This design comes from an exercise in tuning for small area, a short achievable clock period and few clock cycles per item on the open sky130 flow, not from production work. At most, simulation tests tie the RTL to the original design; equivalence was not proved. No activity file was given, so power comes from the tool's default toggle rates. The clock port is modelled as an ideal driver; clocking choices that lean on that would not hold on a real chip.

## north
## byte_memory_ctrl
module byte_memory_ctrl #(
    parameter int    DEPTH     = 64,
    parameter int    ADDR_W    = 32,
    parameter int    LATENCY   = 1
) (
    input  logic              clk,
    input  logic              rst_n,
    input  logic              req_valid,
    output logic              req_ready,
    input  logic              req_write,
    input  logic [1:0]        req_size,
    input  logic              req_unsigned,
    input  logic [ADDR_W-1:0] req_addr,
    input  logic [31:0]       req_wdata,
    output logic              resp_valid,
    output logic              resp_err,
    output logic [31:0]       resp_rdata
);
make LEC_CHECK=0 CAP_MARGIN=20 CORE_MARGIN=2 CORE_UTILIZATION=60 GPL_ROUTABILITY_DRIVEN=1 PLACE_DENSITY=0.75 SLEW_MARGIN=20 finish   # period 10.0 ns
run.sh (not shown) runs the stock make flow with config.mk's settings and CLKGATE_MAP_FILE= SYNTH_SCRIPT=/design/flow/synth_recipe.tcl, a recipe that flattens the netlist after the stock synthesis.
Testbench counts of north, summed over its fixed seeds: cycles 16,016, items 16,000.
Here is what was changed in the inputs of south compared with north.
- an added CTS_CLUSTER_SIZE of 30
- an added ABC_CLOCK_PERIOD_IN_PS of 3000
- an added CTS_CLUSTER_DIAMETER of 60
Diff north -> south | required time at the worst-slack endpoint | decrease of 40 ps. south went all the way through synthesis, placement and routing and the layout is clean on timing, DRC and antenna. The via count of the first global-routing pass of south is lower than that of north. Where final design area excluding fillers is concerned, north is outperformed by south. Post-layout minimum cycle time ended up 34 ps higher on south than on north. south vs north, wire length went down by about 1.1%.

Another version of the RTL of byte_memory_ctrl (not shown whole).
For scale: roughly 1600 cells after synthesis, roughly 110 I/O pins, about 24000 um^2 of cells after synthesis.
Settings: LEC_CHECK=0, CAP_MARGIN=20, CORE_MARGIN=2, CORE_UTILIZATION=50, CTS_CLUSTER_DIAMETER=60, CTS_CLUSTER_SIZE=36, GPL_ROUTABILITY_DRIVEN=1, PLACE_DENSITY=0.65, SLEW_MARGIN=20; clock period 10.0 ns.
standard.sh (not shown) runs the stock make flow with config.mk's settings and CLKGATE_MAP_FILE= SYNTH_SCRIPT=/design/flow/synth_recipe.tcl, a recipe that flattens the netlist after the stock synthesis.
==> flow/flow/run.sh <==
#!/bin/bash
# Standard ORFS layout (the standard.sh), with a tighter timing-repair
# target and small port buffers. Clock period and constraints are unchanged.
export SETUP_SLACK_MARGIN=7
export BUFFER_PORTS_ARGS="-buffer_cell sky130_fd_sc_hd__buf_1"
cp standard.sh standard_sh_copy.txt
bash standard.sh > standard.log 2>&1
The first run completed without violations.
Testbench counts at the start, summed over its fixed seeds: cycles 16,024, items 16,000.
Rerun with:
--- a/flow/config.mk
+++ b/flow/config.mk
@@ -10,4 +10,4 @@
 export CORE_UTILIZATION = 50
-export CTS_CLUSTER_DIAMETER = 60
-export CTS_CLUSTER_SIZE = 36
+export CTS_CLUSTER_DIAMETER = 200
+export CTS_CLUSTER_SIZE = 30
 export GPL_ROUTABILITY_DRIVEN = 1
Global-route usage went down by 0.27 points.
Utilization drops by 1.1 points.
Worst setup slack got worse by 0.021 ns.
First-iteration DRC count drops by 8.4%.
Design area goes down by 2.0%.
Maximum frequency shrinks by 0.68%.
Count of clock-buffer cells in the layout came out higher by 1.
Register-to-register slack is worse by 0.03 ns.
Non-clock buffer count came out higher by 2.
Total power came out lower by 9.5%.
Area after synthesis stays the same.
Rerun with:
==> flow/flow/run.sh (replaced) <==
#!/bin/bash
# Standard ORFS layout (the standard.sh) with:
#  - a tighter timing-repair target (the clock period and constraints are unchanged),
#  - the smallest buffer on every port (repair upsizes the ones that need it),
#  - clock tree synthesis without dummy balancing loads.
export SETUP_SLACK_MARGIN=7
export BUFFER_PORTS_ARGS="-buffer_cell sky130_fd_sc_hd__buf_1"
export CTS_ARGS="-sink_clustering_enable -repair_clock_nets -sink_clustering_size 30 -sink_clustering_max_diameter 200 -dont_use_dummy_load"
bash standard.sh > standard.log 2>&1
Result: Combinational power stays flat; core utilization went down by 0.20 points; routed wire length hardly moves.

old:
Another version of the RTL of byte_memory_ctrl (not shown whole).
Size: about 1600 cells after synthesis, ~630 flip-flops, about 24000 um2 of cells after synthesis.
==> flow/config.mk <==
export PLATFORM = sky130hd
export DESIGN_NAME = byte_memory_ctrl
export DESIGN_NICKNAME = byte_memory_ctrl
export VERILOG_FILES = /design/flow/design.v
export SDC_FILE = /design/flow/constraint.sdc
export NUM_CORES = 4
export LEC_CHECK = 0
export CAP_MARGIN = 20
export CORE_MARGIN = 2
export CORE_UTILIZATION = 50
export CTS_CLUSTER_DIAMETER = 200
export CTS_CLUSTER_SIZE = 30
export GPL_ROUTABILITY_DRIVEN = 1
export PLACE_DENSITY = 0.65
export SLEW_MARGIN = 20
==> flow/constraint.sdc <==
create_clock -name core_clock -period 10.0 [get_ports {clk}]
set_input_delay 2.0000 -clock core_clock [delete_from_list [all_inputs] [get_ports {clk}]]
set_output_delay 2.0000 -clock core_clock [all_outputs]
set_load 0.01 [all_outputs]
==> flow/flow/run.sh <==
#!/bin/bash
# Standard ORFS layout (the standard.sh), with a tighter timing-repair
# target and small port buffers. Clock period and constraints are unchanged.
export SETUP_SLACK_MARGIN=7
export BUFFER_PORTS_ARGS="-buffer_cell sky130_fd_sc_hd__buf_1"
cp standard.sh standard_sh_copy.txt
bash standard.sh > standard.log 2>&1
old completed end to end with timing, DRC and antenna clean.
### old -> new
Settings: swapping 200 for 60 in CTS_CLUSTER_DIAMETER.
==> comparison <==
- Setup WNS old -> new: better
- Higher total power was reported by new, not old.
- From old to new the numbers moved as follows: highest ir drop seen on vdd went down; combined area of all synthesized cells did not really move; critical path depth went up; global-route usage went up.
- First-pass GRT wire length in new is 470 um higher than in old
- From old to new the numbers moved as follows: quantity of gates resized following cts went up; part of the cycle the worst path needs did not really move; fraction of layout cells with a size suffix above 1 went up; post-route standard cell area excluding fillers went up.
Function was not checked in any run of this note: the RTL went through the layout flow alone.

== amber ==
The RTL this note starts from:
==> flow/design.v <==
module byte_memory_ctrl #(
    parameter int    DEPTH     = 64,
    parameter int    ADDR_W    = 32,
    parameter int    LATENCY   = 1
) (
    input  logic              clk,
    input  logic              rst_n,
    input  logic              req_valid,
    output logic              req_ready,
    input  logic              req_write,
    input  logic [1:0]        req_size,
    input  logic              req_unsigned,
    input  logic [ADDR_W-1:0] req_addr,
    input  logic [31:0]       req_wdata,
    output logic              resp_valid,
    output logic              resp_err,
    output logic [31:0]       resp_rdata
);
    localparam int IDX_W = $clog2(DEPTH);
    localparam int ROWS  = DEPTH / 4;
    localparam int ROW_W = IDX_W - 2;
    logic        w_err;
    logic [1:0]  w_off;
    logic [3:0]  w_lane_we;      
    logic [31:0] w_lane_data;
    assign w_err = (req_size == 2'b11) ||
                   ((req_size == 2'b01) && req_addr[0]) ||
                   ((req_size == 2'b10) && (req_addr[1:0] != 2'b00)) ||
                   (|req_addr[ADDR_W-1:IDX_W]);
    assign w_off = req_addr[1:0];
    always_comb begin
        w_lane_we   = 4'b0000;
        w_lane_data = {4{req_wdata[7:0]}};
        case (req_size)
            2'b00: w_lane_we = 4'b1000 >> w_off;
            2'b01: begin
                w_lane_we   = w_off[1] ? 4'b0011 : 4'b1100;
                w_lane_data = {2{req_wdata[15:0]}};
            end
            default: begin
                w_lane_we   = 4'b1111;
                w_lane_data = req_wdata;
            end
        endcase
        if (!(rst_n && req_valid && req_write && !w_err)) w_lane_we = 4'b0000;
    end
    logic              s1_valid;
    logic              s1_err;
    logic [3:0]        s1_lwe;
    logic [ROW_W-1:0]  s1_row;
    logic [1:0]        s1_off;
    logic [31:0]       s1_ldata;
    logic              s1_word;      
    logic              s1_half;      
    logic              s1_sgn;       
    logic              s1_zero;      
    always_ff @(posedge clk) begin
        s1_valid <= rst_n & req_valid;
        s1_err   <= w_err;
        s1_lwe   <= w_lane_we;
        s1_row   <= req_addr[IDX_W-1:2];
        s1_off   <= w_off;
        s1_ldata <= w_lane_data;
        s1_word  <= req_size[1];
        s1_half  <= req_size == 2'b01;
        s1_sgn   <= ~req_unsigned & ~req_size[1];
        s1_zero  <= w_err | req_write;
    end
    assign req_ready = 1'b1;
    logic [31:0] r_mem [ROWS];       
    logic [ROWS-1:0] w_row_hot;
    always_comb begin
        w_row_hot = '0;
        w_row_hot[s1_row] = 1'b1;
    end
    always_ff @(posedge clk) begin
        for (int r = 0; r < ROWS; r++) begin
            for (int l = 0; l < 4; l++) begin
                if (w_row_hot[r] && s1_lwe[3-l])
                    r_mem[r][31-8*l -: 8] <= s1_ldata[31-8*l -: 8];
            end
        end
    end
    logic              s2_valid;
    logic              s2_err;
    logic [31:0]       s2_word;      
    logic [1:0]        s2_off;
    logic              s2_word_ld;
    logic              s2_half;
    logic              s2_sgn;
    always_ff @(posedge clk) begin
        s2_valid   <= rst_n & s1_valid;
        s2_err     <= s1_err;
        s2_word    <= s1_zero ? 32'd0 : r_mem[s1_row];
        s2_off     <= s1_off;
        s2_word_ld <= s1_word;
        s2_half    <= s1_half;
        s2_sgn     <= s1_sgn;
    end
    logic [7:0]  w_b0, w_b1;
    logic        w_fill;
    logic [31:0] w_load;
    always_comb begin
        case (s2_off)
            2'b00:   w_b0 = s2_word[31:24];
            2'b01:   w_b0 = s2_word[23:16];
            2'b10:   w_b0 = s2_word[15:8];
            default: w_b0 = s2_word[7:0];
        endcase
        w_b1 = s2_off[1] ? s2_word[7:0] : s2_word[23:16];
    end
    always_comb begin
        w_fill = s2_sgn & w_b0[7];
        if (s2_word_ld)   w_load = s2_word;
        else if (s2_half) w_load = {{16{w_fill}}, w_b0, w_b1};
        else              w_load = {{24{w_fill}}, w_b0};
    end
    logic        r_resp_valid;
    logic        r_resp_err;
    logic [31:0] r_resp_rdata;
    always_ff @(posedge clk) begin
        r_resp_valid <= rst_n & s2_valid;
        r_resp_err   <= s2_err;
        r_resp_rdata <= w_load;
    end
    assign resp_valid = r_resp_valid;
    assign resp_err   = r_resp_err;
    assign resp_rdata = r_resp_rdata;
endmodule
export LEC_CHECK = 0
export CAP_MARGIN = 20
export CORE_MARGIN = 2
export CORE_UTILIZATION = 50
export CTS_CLUSTER_DIAMETER = 60
export CTS_CLUSTER_SIZE = 30
export GPL_ROUTABILITY_DRIVEN = 1
export PLACE_DENSITY = 0.65
export SLEW_MARGIN = 20
create_clock -name core_clock -period 10.0 [get_ports {clk}]
==> flow/flow/run.sh <==
#!/bin/bash
# Standard ORFS layout (the standard.sh), with a tighter timing-repair
# target and small port buffers. Clock period and constraints are unchanged.
export SETUP_SLACK_MARGIN=7.3
export BUFFER_PORTS_ARGS="-buffer_cell sky130_fd_sc_hd__buf_1"
cp standard.sh standard_sh_copy.txt
bash standard.sh > standard.log 2>&1
Testbench counts of amber, summed over its fixed seeds: cycles 16,024, items 16,000.
Changes in raven relative to amber:
--- a/flow/flow/run.sh
+++ b/flow/flow/run.sh
@@ -3,3 +3,3 @@
 # target and small port buffers. Clock period and constraints are unchanged.
-export SETUP_SLACK_MARGIN=7.3
+export SETUP_SLACK_MARGIN=7
 export BUFFER_PORTS_ARGS="-buffer_cell sky130_fd_sc_hd__buf_1"
- Wire length of the first global-routing pass went up slightly going from amber to raven.
- When the final numbers for raven and amber were put side by side, the number of resized instances in the post-cts repair step turned out to be greater in amber.
- raven vs. amber: relative area of non-clock buffer cells in the final design went down by 0.31 points.
- Comparing raven against amber, there is no change at all in total number of H-tree levels.

==> port drivers added, routing unchanged <==
The flow's constraints put no driver on any port. The routed layouts listed below were extracted and timed again, unchanged, in two steps. Step 1 sets driving cells, clkbuf_16 on the clock port and buf_2 on the other inputs (assumed; they add their load-dependent delay and slew). Step 2 moves the port delays by t, midway between the first and last clock arrival at a register: inputs arrive t later, outputs are due t later. That takes back most of the time a late clock gives input paths. Slacks: ideal ports / drivers / drivers and shift; pairs: ideal ports / drivers.
| run | t, ns | setup WS [ns] | worst setup path after step 2 | slew at the worst register clock pin (ns) | pins driven straight from the clock port |
|---|---|---|---|---|---|
| north | 0.673 | 5.310 / 5.310 / 5.310 | register to register | 0.07 / 0.07 | 1 |
| south | 0.637 | 5.277 / 5.277 / 5.277 | register to register | 0.10 / 0.10 | 1 |
| the first run of note 2 | 0.645 | 6.971 / 6.912 / 6.539 | input to register | 0.10 / 0.10 | 1 |
| the second run of note 2 | 0.632 | 6.950 / 6.893 / 6.580 | input to register | 0.12 / 0.12 | 1 |
| the third run of note 2 | 0.615 | 6.954 / 6.897 / 6.557 | input to register | 0.12 / 0.12 | 1 |
| old | 0.638 | 6.948 / 6.891 / 6.629 | input to register | 0.12 / 0.12 | 1 |
| new | 0.631 | 6.960 / 6.918 / 6.580 | input to register | 0.11 / 0.11 | 1 |
| amber | 0.638 | 6.975 / 6.918 / 6.736 | input to register | 0.10 / 0.10 | 1 |
| raven | 0.645 | 6.971 / 6.912 / 6.539 | input to register | 0.10 / 0.10 | 1 |
After both steps setup and hold are still met in every run listed.
